This design comes from an exercise in tuning for small area, a short achievable clock period and few clock cycles per item on the open sky130 flow, not from production work.
Function was checked by simulation only, so behaviour that the tests miss may differ from the original.
Power is estimated from default activity; no workload was simulated.

==> run a: inputs <==
Design low_band_energy_beat_detector_core, start of the top module:
module low_band_energy_beat_detector_core
(
	input  logic                 clk,
	input  logic                 arst_n,
	input  logic                 cfg_we,
	input  logic [lbed_pkg::CFG_IDX_W-1:0] cfg_index,
	input  logic [lbed_pkg::CFG_W-1:0]     cfg_wdata,
	input  logic                 s_tvalid,
	output logic                 s_tready,
	input  logic [63:0]          s_tdata,    
	input  logic                 s_tlast,    
	output logic                 m_tvalid,
	input  logic                 m_tready,
	output logic [23:0]          m_tdata,    
	output logic                 m_tuser     
);
	localparam logic [2:0] D_IDLE = 3'd0;
	localparam logic [2:0] D_WAIT = 3'd1;
	localparam logic [2:0] D_RUN  = 3'd2;
	localparam logic [2:0] D_OUT  = 3'd3;
	logic [19:0] thr_q;
	logic [15:0] ivl_q;
	logic [19:0] gs_q;
	logic [3:0]  fill_q;
	logic [12:0] cnt_q;
	logic [50:0] acc_q;
	logic        acc_c_q;
	logic        mbusy_q;
	logic        own_q;      
	logic [3:0]  mstep_q;
	logic [19:0] mm_q;
	logic [21:0] mh_q;
	logic [19:0] ml_q;
	logic        mneg_q;
	logic        mtwo_q;
	logic        mone_q;
	logic [2:0]  dst_q;
	logic [5:0]  dc_q;
	logic [12:0] dn_q;
	logic [47:0] tq_q;
	logic [47:0] lb_q;
	logic [19:0] prev_q;     
	logic        hp_q;
  ...
make LEC_CHECK=0 CAP_MARGIN=20 CORE_MARGIN=2 CORE_UTILIZATION=40 PLACE_DENSITY=0.6 SETUP_SLACK_MARGIN=5 SLEW_MARGIN=20 finish   # period 9.0 ns
run.sh (not shown) runs the stock make flow with config.mk's settings and CLKGATE_MAP_FILE= SYNTH_SCRIPT=/design/flow/synth_recipe.tcl, a recipe that flattens the netlist after the stock synthesis.
==> run b (differences from run a) <==
--- a/flow/design.v
+++ b/flow/design.v
@@ -120,30 +120,50 @@
 	localparam logic [2:0] D_OUT  = 3'd3;
 	logic [19:0] thr_q;
 	logic [15:0] ivl_q;
 	logic [19:0] gs_q;
 	logic [3:0]  fill_q;
 	logic [12:0] cnt_q;
+	logic [15:0] x_q;        
+	logic        xv_q;       
+	logic        xc_q;       
+	logic        xl_q;       
+	logic        held_q;
+	logic        e_q;        
+	logic        e_d;
+	logic [3:0]  fill_d;
+	logic        tl;
+	logic        move_h;
+	logic        move_e;
+	logic        demp_q;     
+	logic [47:0] ta_q;
 	logic [50:0] acc_q;
-	logic        acc_c_q;
+	logic        rst_q;      
+	logic [4:0]  acc_c_q;
 	logic        mbusy_q;
 	logic        own_q;      
 	logic [3:0]  mstep_q;
 	logic [19:0] mm_q;
-	logic [21:0] mh_q;
+	logic [19:0] mh_q;       
 	logic [19:0] ml_q;
 	logic        mneg_q;
 	logic        mtwo_q;
 	logic        mone_q;
 	logic [2:0]  dst_q;
+	logic [2:0]  dst_d;
+	logic        held_d;
+	logic        rdy_q;      
+	logic        mv_q;       
 	logic [5:0]  dc_q;
 	logic [12:0] dn_q;
 	logic [47:0] tq_q;
 	logic [47:0] lb_q;
 	logic [19:0] prev_q;     
 	logic        hp_q;
+	logic        beat_q;
+	logic        valid_q;
 	logic        gc_q;
 	logic        gt_q;
 	logic        gnz_q;
 	logic        rpos_q;
 	logic        rneg_q;
 	logic        rd_q;
@@ -169,22 +189,28 @@
 	logic [11:0] el_co;
 	logic [3:0]  gtc;
 	logic [7:0]  enz;
 	logic        rise;
 	logic        beat;
 	logic        taken;
-	logic [2:0]  rt;        
+	logic [2:0]  rt0;       
+	logic [2:0]  rt1;       
+	logic        rpos_n, rneg_n, rd_n, rlast;
 	assign dfree    = (dst_q == D_IDLE) || (dst_q == D_OUT && m_tready);
-	assign s_tready = dfree || !s_tlast;
+	assign s_tready = rdy_q;
 	assign accept   = s_tvalid && s_tready;
-	assign take     = !cnt_q[12];
+	assign take     = !cnt_q[12] || held_q;
 	assign close    = accept && take && (fill_q == 4'd15);
-	assign move     = accept && s_tlast;
+	assign move_h   = held_q && dfree;
+	assign move_e   = !held_q && e_q && dfree;
+	assign move     = move_h || move_e;
+	assign tl       = accept && s_tlast;
 	assign mdone    = mbusy_q && (mstep_q == 4'd15);
 	assign xfer     = (dst_q == D_WAIT) && !own_q;
-	assign new_sum  = gs_q + {{4{s_tdata[15]}}, s_tdata[15:0]};
+	assign fill_d   = tl ? 4'd0 : (accept && take) ? fill_q + 4'd1 : fill_q;
+	assign new_sum  = gs_q + {{4{x_q[15]}}, x_q};
 	assign cnt_inc  = cnt_q + 13'd1;
 	always_ff @(posedge clk or negedge arst_n) begin
 		if (!arst_n) begin
 			thr_q <= '0;
 			ivl_q <= '0;
 		end else if (cfg_we) begin
@@ -195,88 +221,107 @@
 		end else if (sstep) begin
 			thr_q <= {thr_q[18:0], thr_q[19]};
 		end
 	end
 	always_ff @(posedge clk or negedge arst_n) begin
 		if (!arst_n) begin
-			gs_q   <= '0;
 			fill_q <= '0;
 			cnt_q  <= '0;
+			held_q <= 1'b0;
+			e_q    <= 1'b0;
+			xv_q   <= 1'b0;
+			xc_q   <= 1'b0;
+			xl_q   <= 1'b0;
 		end else begin
-			if (accept && s_tlast) begin
-				gs_q   <= '0;
-				fill_q <= '0;
-			end else if (accept && take) begin
-				gs_q   <= (fill_q == 4'd15) ? 20'd0 : new_sum;
-				fill_q <= fill_q + 4'd1;
-			end
+			fill_q <= fill_d;
 			if (move)
 				cnt_q <= '0;
 			else if (close)
 				cnt_q <= cnt_inc;
+			held_q <= held_d;
+			e_q    <= e_d;
+			xv_q <= accept && take;
+			xc_q <= close;
+			xl_q <= accept && s_tlast;
 		end
 	end
+	always_ff @(posedge clk) begin
+		x_q <= s_tdata[15:0];
+		if (xc_q || xl_q || rst_q)
+			gs_q <= '0;
+		else if (xv_q)
+			gs_q <= new_sum;
+	end
 	assign ppx  = mtwo_q ? {mm_q[19], mm_q, 1'b0} : mone_q ? {{2{mm_q[19]}}, mm_q} : 22'd0;
-	assign msum = mh_q + (ppx ^ {22{mneg_q}}) + {21'd0, mneg_q};
+	assign msum = {{2{mh_q[19]}}, mh_q} + (ppx ^ {22{mneg_q}}) + {21'd0, mneg_q};
 	always_ff @(posedge clk or negedge arst_n) begin
 		if (!arst_n) begin
 			mbusy_q <= 1'b0;
 			own_q   <= 1'b0;
 		end else begin
-			if (close)
+			if (xc_q)
 				mbusy_q <= 1'b1;
 			else if (mdone)
 				mbusy_q <= 1'b0;
 			if (move)
-				own_q <= close || (mbusy_q && !mdone);
+				own_q <= move_h && (xc_q || (mbusy_q && !mdone));
 			else if (mdone)
 				own_q <= 1'b0;
 		end
 	end
 	always_ff @(posedge clk) begin
-		if (close) begin
+		if (xc_q) begin
 			mstep_q <= '0;
 			mm_q    <= new_sum;
 			ml_q    <= new_sum;
 			mh_q    <= '0;
-			mneg_q  <= new_sum[1];
-			mtwo_q  <= new_sum[1] && !new_sum[0];
-			mone_q  <= new_sum[0];
 		end else if (mbusy_q) begin
 			mstep_q <= mstep_q + 4'd1;
 			if (!mstep_q[3] || mstep_q[2:1] == 2'b00) begin
-				mh_q   <= {{2{msum[21]}}, msum[21:2]};
+				mh_q   <= msum[21:2];
 				ml_q   <= {msum[1:0], ml_q[19:2]};
-				mneg_q <= ml_q[3] && !(ml_q[2] && ml_q[1]);
-				mtwo_q <= (ml_q[3:2] == 2'b01 && ml_q[1]) || (ml_q[3:2] == 2'b10 && !ml_q[1]);
-				mone_q <= ml_q[2] ^ ml_q[1];
 			end
 		end
+		if (xc_q) begin
+			mneg_q <= new_sum[1];
+			mtwo_q <= new_sum[1] && !new_sum[0];
+			mone_q <= new_sum[0];
+		end else begin
+			mneg_q <= ml_q[3] && !(ml_q[2] && ml_q[1]);
+			mtwo_q <= (ml_q[3:2] == 2'b01 && ml_q[1]) || (ml_q[3:2] == 2'b10 && !ml_q[1]);
+			mone_q <= ml_q[2] ^ ml_q[1];
+		end
 	end
 	assign prod    = {mh_q[18:0], ml_q};
 	for (genvar k = 0; k < 5; k++) begin : g_acc
 		lbed_rca #(.W(7)) u_add (
 			.a  (acc_q[7*k +: 7]),
 			.b  (prod[7*k +: 7]),
-			.ci ((k == 0) ? 1'b0 : acc_c_q),
+			.ci ((k == 0) ? 1'b0 : acc_c_q[k-1]),
 			.s  (acc_sum[7*k +: 7]),
 			.co (acc_co[k])
 		);
 	end
 	lbed_rca #(.W(4)) u_add_top (
 		.a  (acc_q[38:35]),
 		.b  (prod[38:35]),
-		.ci (acc_c_q),
+		.ci (acc_c_q[4]),
 		.s  (acc_sum[38:35]),
 		.co (acc_co[5])
 	);
 	assign acc_inc = acc_q[50:39] + {11'd0, acc_co[5]};
 	always_ff @(posedge clk or negedge arst_n) begin
+		if (!arst_n)
+			rst_q <= 1'b1;
+		else
+			rst_q <= 1'b0;
+	end
+	always_ff @(posedge clk or negedge arst_n) begin
 		if (!arst_n) begin
 			acc_q <= '0;
-		end else if (xfer) begin
+		end else if (xfer && !demp_q) begin
 			acc_q <= '0;
 		end else if (mbusy_q) begin
 			unique case (mstep_q)
 				4'd10: acc_q[6:0]   <= acc_sum[6:0];
 				4'd11: acc_q[13:7]  <= acc_sum[13:7];
 				4'd12: acc_q[20:14] <= acc_sum[20:14];
@@ -285,44 +330,43 @@
 				4'd15: acc_q[50:35] <= {acc_inc, acc_sum[38:35]};
 				default: ;
 			endcase
 		end
 	end
 	always_ff @(posedge clk) begin
-		unique case (mstep_q)
-			4'd10:   acc_c_q <= acc_co[0];
-			4'd11:   acc_c_q <= acc_co[1];
-			4'd12:   acc_c_q <= acc_co[2];
-			4'd13:   acc_c_q <= acc_co[3];
-			default: acc_c_q <= acc_co[4];
-		endcase
+		acc_c_q <= acc_co[4:0];
 	end
 	assign sstep = (dst_q == D_RUN) && dc_q[0];
 	lbed_divsqrt u_divsqrt (
 		.clk      (clk),
 		.load     (xfer),
 		.run      (dst_q == D_RUN),
 		.phase    (dc_q[0]),
 		.dividend (acc_q),
 		.divisor  (dn_q),
 		.root     (root),
 		.rbit     (sbit)
 	);
-	assign rt = {rd_q, 1'b0} + {1'b0, sbit} + 3'd2 - {2'b00, prev_q[19]} - {2'b00, thr_q[19]};
+	assign rt0 = {rd_q, 1'b0} + 3'd2 - {2'b00, prev_q[19]} - {2'b00, thr_q[19]};
+	assign rt1 = rt0 + 3'd1;
+	assign rpos_n = sbit ? (rt1 >= 3'd4) : (rt0 >= 3'd4);
+	assign rneg_n = sbit ? (rt1 < 3'd2)  : (rt0 < 3'd2);
+	assign rd_n   = sbit ? (rt1 == 3'd3) : (rt0 == 3'd3);
+	assign rlast  = sbit ? (rt1 >= 3'd3) : (rt0 >= 3'd3);
 	always_ff @(posedge clk) begin
 		if (xfer) begin
 			rpos_q <= 1'b0;
 			rneg_q <= 1'b0;
 			rd_q   <= 1'b0;
 		end else if (sstep && !rpos_q && !rneg_q) begin
-			rpos_q <= (rt >= 3'd4);
-			rneg_q <= (rt < 3'd2);
-			rd_q   <= (rt == 3'd3);
+			rpos_q <= rpos_n;
+			rneg_q <= rneg_n;
+			rd_q   <= rd_n;
 		end
 	end
-	assign rise = rpos_q || (!rneg_q && rd_q);
+	assign rise = rpos_q || (!rneg_q && rlast);
 	for (genvar k = 0; k < 12; k++) begin : g_el
 		lbed_rca #(.W(4)) u_sub (
 			.a  (tq_q[4*k +: 4]),
 			.b  (~lb_q[4*k +: 4]),
 			.ci ((k == 0) ? 1'b1 : gc_q),
 			.s  (el[4*k +: 4]),
@@ -353,37 +397,57 @@
 	end
 	assign beat = hp_q && rise && (gt_q || gnz_q);
 	assign taken = (dst_q == D_OUT) && m_tready;
 	always_ff @(posedge clk or negedge arst_n) begin
 		if (!arst_n) begin
 			dst_q   <= D_IDLE;
+			rdy_q   <= 1'b1;
+			mv_q    <= 1'b0;
 			hp_q    <= 1'b0;
 			lb_q    <= '0;
 		end else begin
-			if (taken && beat)
+			if (taken && beat_q)
 				lb_q <= tq_q;
-			if (taken && dn_q != '0)
+			if (taken && valid_q)
 				hp_q <= 1'b1;
-			unique case (dst_q)
-				D_IDLE: if (move) dst_q <= D_WAIT;
-				D_WAIT: if (!own_q) dst_q <= (dn_q == '0) ? D_OUT : D_RUN;
-				D_RUN:  if (dc_q == 6'd39) dst_q <= D_OUT;
-				D_OUT:  if (m_tready) dst_q <= move ? D_WAIT : D_IDLE;
-				default: dst_q <= D_IDLE;
-			endcase
+			dst_q <= dst_d;
+			rdy_q <= !e_d && (!held_d || fill_d != 4'd15);
+			mv_q  <= (dst_d == D_OUT);
 		end
 	end
+	always_comb begin
+		dst_d = dst_q;
+		unique case (dst_q)
+			D_IDLE: if (move) dst_d = D_WAIT;
+			D_WAIT: if (!own_q) dst_d = (dn_q == '0) ? D_OUT : D_RUN;
+			D_RUN:  if (dc_q == 6'd39) dst_d = D_OUT;
+			D_OUT:  if (m_tready) dst_d = move ? D_WAIT : D_IDLE;
+			default: dst_d = D_IDLE;
+		endcase
+		held_d = held_q ? !move_h : tl;
+		e_d    = move_e ? 1'b0 : (e_q || (tl && held_q));
+	end
 	always_ff @(posedge clk) begin
 		dc_q <= (dst_q == D_RUN) ? dc_q + 6'd1 : 6'd0;
+		if (tl && !held_q)
+			ta_q <= s_tdata[63:16];
+		if (move_h)
+			tq_q <= ta_q;
 		if (move) begin
-			tq_q <= s_tdata[63:16];
-			dn_q <= close ? cnt_inc : cnt_q;
+			dn_q   <= move_h ? cnt_q : 13'd0;
+			demp_q <= move_e;
+		end
+		if (xfer) begin
+			valid_q <= (dn_q != '0);
+			beat_q  <= 1'b0;
+		end else if (dst_q == D_RUN && dc_q == 6'd39) begin
+			beat_q  <= beat;
 		end
-		if (taken && dn_q != '0)
+		if (taken && valid_q)
 			prev_q <= root;
 		else if (sstep)
 			prev_q <= {prev_q[18:0], 1'b0};
 	end
-	assign m_tvalid = (dst_q == D_OUT);
-	assign m_tdata  = {3'b000, root, beat};
-	assign m_tuser  = (dn_q != '0);
+	assign m_tvalid = mv_q;
+	assign m_tdata  = {3'b000, root, beat_q};
+	assign m_tuser  = valid_q;
 endmodule
==> flow/flow/run.sh (new file) <==
#!/bin/bash
# Standard layout (the standard.sh, unchanged synthesis) with two changes: a larger setup
# repair margin, so that repair_timing works the paths down to about 3.1 ns, and the smallest
# plain buffer (buf_1) for the port buffers that global placement puts on every input and
# output. All of make's output (every ORFS step, OpenROAD and Yosys) goes to flow_make.log
# here; ORFS also keeps its per-step logs under orfs/logs.
set -euo pipefail
bash standard.sh "BUFFER_PORTS_ARGS=-buffer_cell sky130_fd_sc_hd__buf_1" SETUP_SLACK_MARGIN=5.9 finish > flow_make.log 2>&1
==> flow/standard.sh (new file) <==
#!/bin/bash
# synth_recipe.tcl (not shown) runs the flow's synth.tcl, then flattens the netlist and writes it again
# the make line also repeats each setting of config.mk as NAME=value (left out here)
make -C /OpenROAD-flow-scripts/flow DESIGN_CONFIG=/design/flow/config.mk WORK_HOME=/design/flow/orfs CLKGATE_MAP_FILE= SYNTH_SCRIPT=/design/flow/synth_recipe.tcl "${@:-finish}"
CORE_UTILIZATION = 55   (was 40)
CTS_CLUSTER_DIAMETER = 80   (was unset)
CTS_CLUSTER_SIZE = 30   (was unset)
PLACE_DENSITY = 0.7   (was 0.6)
SETUP_SLACK_MARGIN = unset   (was 5)
TNS_END_PERCENT = 5   (was unset)
removed: flow/run.sh
==> run c (differences from run a) <==
--- a/flow/design.v
+++ b/flow/design.v
@@ -120,30 +120,38 @@
 	localparam logic [2:0] D_OUT  = 3'd3;
 	logic [19:0] thr_q;
 	logic [15:0] ivl_q;
 	logic [19:0] gs_q;
 	logic [3:0]  fill_q;
 	logic [12:0] cnt_q;
+	logic [15:0] x_q;        
+	logic        xv_q;       
+	logic        xc_q;       
+	logic        xl_q;       
+	logic        held_q;
+	logic [47:0] ta_q;
 	logic [50:0] acc_q;
 	logic        acc_c_q;
 	logic        mbusy_q;
 	logic        own_q;      
 	logic [3:0]  mstep_q;
 	logic [19:0] mm_q;
-	logic [21:0] mh_q;
+	logic [19:0] mh_q;       
 	logic [19:0] ml_q;
 	logic        mneg_q;
 	logic        mtwo_q;
 	logic        mone_q;
 	logic [2:0]  dst_q;
 	logic [5:0]  dc_q;
 	logic [12:0] dn_q;
 	logic [47:0] tq_q;
 	logic [47:0] lb_q;
 	logic [19:0] prev_q;     
 	logic        hp_q;
+	logic        beat_q;
+	logic        valid_q;
 	logic        gc_q;
 	logic        gt_q;
 	logic        gnz_q;
 	logic        rpos_q;
 	logic        rneg_q;
 	logic        rd_q;
@@ -171,20 +179,20 @@
 	logic [7:0]  enz;
 	logic        rise;
 	logic        beat;
 	logic        taken;
 	logic [2:0]  rt;        
 	assign dfree    = (dst_q == D_IDLE) || (dst_q == D_OUT && m_tready);
-	assign s_tready = dfree || !s_tlast;
+	assign s_tready = !held_q || (dst_q == D_IDLE);
 	assign accept   = s_tvalid && s_tready;
-	assign take     = !cnt_q[12];
+	assign take     = !cnt_q[12] || held_q;
 	assign close    = accept && take && (fill_q == 4'd15);
-	assign move     = accept && s_tlast;
+	assign move     = held_q && dfree;
 	assign mdone    = mbusy_q && (mstep_q == 4'd15);
 	assign xfer     = (dst_q == D_WAIT) && !own_q;
-	assign new_sum  = gs_q + {{4{s_tdata[15]}}, s_tdata[15:0]};
+	assign new_sum  = gs_q + {{4{x_q[15]}}, x_q};
 	assign cnt_inc  = cnt_q + 13'd1;
 	always_ff @(posedge clk or negedge arst_n) begin
 		if (!arst_n) begin
 			thr_q <= '0;
 			ivl_q <= '0;
 		end else if (cfg_we) begin
@@ -198,56 +206,72 @@
 	end
 	always_ff @(posedge clk or negedge arst_n) begin
 		if (!arst_n) begin
 			gs_q   <= '0;
 			fill_q <= '0;
 			cnt_q  <= '0;
+			held_q <= 1'b0;
+			xv_q   <= 1'b0;
+			xc_q   <= 1'b0;
+			xl_q   <= 1'b0;
 		end else begin
-			if (accept && s_tlast) begin
-				gs_q   <= '0;
+			if (accept && s_tlast)
 				fill_q <= '0;
-			end else if (accept && take) begin
-				gs_q   <= (fill_q == 4'd15) ? 20'd0 : new_sum;
+			else if (accept && take)
 				fill_q <= fill_q + 4'd1;
-			end
 			if (move)
 				cnt_q <= '0;
 			else if (close)
 				cnt_q <= cnt_inc;
+			if (accept && s_tlast)
+				held_q <= 1'b1;
+			else if (move)
+				held_q <= 1'b0;
+			xv_q <= accept && take;
+			xc_q <= close;
+			xl_q <= accept && s_tlast;
+			if (xc_q || xl_q)
+				gs_q <= '0;
+			else if (xv_q)
+				gs_q <= new_sum;
 		end
 	end
+	always_ff @(posedge clk) begin
+		if (accept)
+			x_q <= s_tdata[15:0];
+	end
 	assign ppx  = mtwo_q ? {mm_q[19], mm_q, 1'b0} : mone_q ? {{2{mm_q[19]}}, mm_q} : 22'd0;
-	assign msum = mh_q + (ppx ^ {22{mneg_q}}) + {21'd0, mneg_q};
+	assign msum = {{2{mh_q[19]}}, mh_q} + (ppx ^ {22{mneg_q}}) + {21'd0, mneg_q};
 	always_ff @(posedge clk or negedge arst_n) begin
 		if (!arst_n) begin
 			mbusy_q <= 1'b0;
 			own_q   <= 1'b0;
 		end else begin
-			if (close)
+			if (xc_q)
 				mbusy_q <= 1'b1;
 			else if (mdone)
 				mbusy_q <= 1'b0;
 			if (move)
-				own_q <= close || (mbusy_q && !mdone);
+				own_q <= xc_q || (mbusy_q && !mdone);
 			else if (mdone)
 				own_q <= 1'b0;
 		end
 	end
 	always_ff @(posedge clk) begin
-		if (close) begin
+		if (xc_q) begin
 			mstep_q <= '0;
 			mm_q    <= new_sum;
 			ml_q    <= new_sum;
 			mh_q    <= '0;
 			mneg_q  <= new_sum[1];
 			mtwo_q  <= new_sum[1] && !new_sum[0];
 			mone_q  <= new_sum[0];
 		end else if (mbusy_q) begin
 			mstep_q <= mstep_q + 4'd1;
 			if (!mstep_q[3] || mstep_q[2:1] == 2'b00) begin
-				mh_q   <= {{2{msum[21]}}, msum[21:2]};
+				mh_q   <= msum[21:2];
 				ml_q   <= {msum[1:0], ml_q[19:2]};
 				mneg_q <= ml_q[3] && !(ml_q[2] && ml_q[1]);
 				mtwo_q <= (ml_q[3:2] == 2'b01 && ml_q[1]) || (ml_q[3:2] == 2'b10 && !ml_q[1]);
 				mone_q <= ml_q[2] ^ ml_q[1];
 			end
 		end
@@ -316,13 +340,13 @@
 		end else if (sstep && !rpos_q && !rneg_q) begin
 			rpos_q <= (rt >= 3'd4);
 			rneg_q <= (rt < 3'd2);
 			rd_q   <= (rt == 3'd3);
 		end
 	end
-	assign rise = rpos_q || (!rneg_q && rd_q);
+	assign rise = rpos_q || (!rneg_q && rt >= 3'd3);
 	for (genvar k = 0; k < 12; k++) begin : g_el
 		lbed_rca #(.W(4)) u_sub (
 			.a  (tq_q[4*k +: 4]),
 			.b  (~lb_q[4*k +: 4]),
 			.ci ((k == 0) ? 1'b1 : gc_q),
 			.s  (el[4*k +: 4]),
@@ -356,34 +380,42 @@
 	always_ff @(posedge clk or negedge arst_n) begin
 		if (!arst_n) begin
 			dst_q   <= D_IDLE;
 			hp_q    <= 1'b0;
 			lb_q    <= '0;
 		end else begin
-			if (taken && beat)
+			if (taken && beat_q)
 				lb_q <= tq_q;
-			if (taken && dn_q != '0)
+			if (taken && valid_q)
 				hp_q <= 1'b1;
 			unique case (dst_q)
 				D_IDLE: if (move) dst_q <= D_WAIT;
 				D_WAIT: if (!own_q) dst_q <= (dn_q == '0) ? D_OUT : D_RUN;
 				D_RUN:  if (dc_q == 6'd39) dst_q <= D_OUT;
 				D_OUT:  if (m_tready) dst_q <= move ? D_WAIT : D_IDLE;
 				default: dst_q <= D_IDLE;
 			endcase
 		end
 	end
 	always_ff @(posedge clk) begin
 		dc_q <= (dst_q == D_RUN) ? dc_q + 6'd1 : 6'd0;
+		if (accept && s_tlast)
+			ta_q <= s_tdata[63:16];
 		if (move) begin
-			tq_q <= s_tdata[63:16];
-			dn_q <= close ? cnt_inc : cnt_q;
+			tq_q <= ta_q;
+			dn_q <= cnt_q;
+		end
+		if (xfer) begin
+			valid_q <= (dn_q != '0);
+			beat_q  <= 1'b0;
+		end else if (dst_q == D_RUN && dc_q == 6'd39) begin
+			beat_q  <= beat;
 		end
-		if (taken && dn_q != '0)
+		if (taken && valid_q)
 			prev_q <= root;
 		else if (sstep)
 			prev_q <= {prev_q[18:0], 1'b0};
 	end
 	assign m_tvalid = (dst_q == D_OUT);
-	assign m_tdata  = {3'b000, root, beat};
-	assign m_tuser  = (dn_q != '0);
+	assign m_tdata  = {3'b000, root, beat_q};
+	assign m_tuser  = valid_q;
 endmodule
==> flow/flow/run.sh (new file) <==
#!/bin/bash
# Standard layout (the standard.sh, unchanged synthesis) with two changes: a larger setup
# repair margin, so that repair_timing works the paths down to about 3.1 ns, and the smallest
# plain buffer (buf_1) for the port buffers that global placement puts on every input and
# output. All of make's output (every ORFS step, OpenROAD and Yosys) goes to flow_make.log
# here; ORFS also keeps its per-step logs under orfs/logs.
set -euo pipefail
bash standard.sh "BUFFER_PORTS_ARGS=-buffer_cell sky130_fd_sc_hd__buf_1" SETUP_SLACK_MARGIN=5.9 finish > flow_make.log 2>&1
==> flow/standard.sh (new file) <==
#!/bin/bash
# synth_recipe.tcl (not shown) runs the flow's synth.tcl, then flattens the netlist and writes it again
# the make line also repeats each setting of config.mk as NAME=value (left out here)
make -C /OpenROAD-flow-scripts/flow DESIGN_CONFIG=/design/flow/config.mk WORK_HOME=/design/flow/orfs CLKGATE_MAP_FILE= SYNTH_SCRIPT=/design/flow/synth_recipe.tcl "${@:-finish}"
CTS_CLUSTER_DIAMETER = 80   (was unset)
CTS_CLUSTER_SIZE = 30   (was unset)
SETUP_SLACK_MARGIN = unset   (was 5)
removed: flow/run.sh
==> run summary <==
Final non-filler cell area: run b 27620 um2; run c 28820 um2; run a 26670 um2
Combinational-cell power consumption: run b 0.00278 W; run c 0.000100 W; run a 0.00311 W
DRT iter0 DRCs: run b 1222; run c 1042; run a 917
Top Consumer: run b sequential cells; run c sequential cells; run a combinational cells
Number of tap instances: run b 600; run c 846; run a 756
Placed cell area: run b 26070 um2; run c 26600 um2; run a 24810 um2
Total number of multi-input combinational cells: run b 1522; run c 1557; run a 1533
Leakage Power: run b 11.42 nW; run c 11.52 nW; run a 11.17 nW
Buffer and inverter count on the worst path: run b 1; run c 2; run a 2
Global Route met1 Usage: run b 29.63%; run c 21.98%; run a 23.12%
Post-synth design cell area: run b 25110 um2; run c 25210 um2; run a 22950 um2
Cell depth of the worst setup path: run b 9; run c 4; run a 4
Outcome: run b complete, no violations; run c complete, no violations; run a complete, no violations
Testbench counts of run a, summed over its fixed seeds: cycles 70,210, items 68,461.
Testbench counts of run b, summed over its fixed seeds: cycles 69,432, items 68,461.
Testbench counts of run c, summed over its fixed seeds: cycles 70,286, items 68,461.

-- static timing again, ports no longer ideal --
The results above use ideal ports. As a check the final layouts listed here were re-extracted and re-timed, cells and wires unchanged.
Step 1 sets driving cells, clkbuf_16 on the clock port and buf_2 on the other inputs (assumed; they add their load-dependent delay and slew).
Step 2 also shifts input and output timing later by t, the mid clock arrival at the registers, as if the neighbouring blocks saw the same clock.
a / b / c = ideal / step 1 / step 2; a / b = the first two.
run	shift t [ns]	setup slack, ns	pins driven straight from the clock port
run a	0.635	4.926 / 4.872 / 4.482	1
run b	0.665	5.777 / 5.777 / 5.300	1
run c	0.678	5.655 / 5.596 / 5.366	1
After both steps setup and hold are still met in every run listed. The setup slack of run b, which loses most, moves by 0.000 ns with the drivers and by -0.477 ns with both steps.
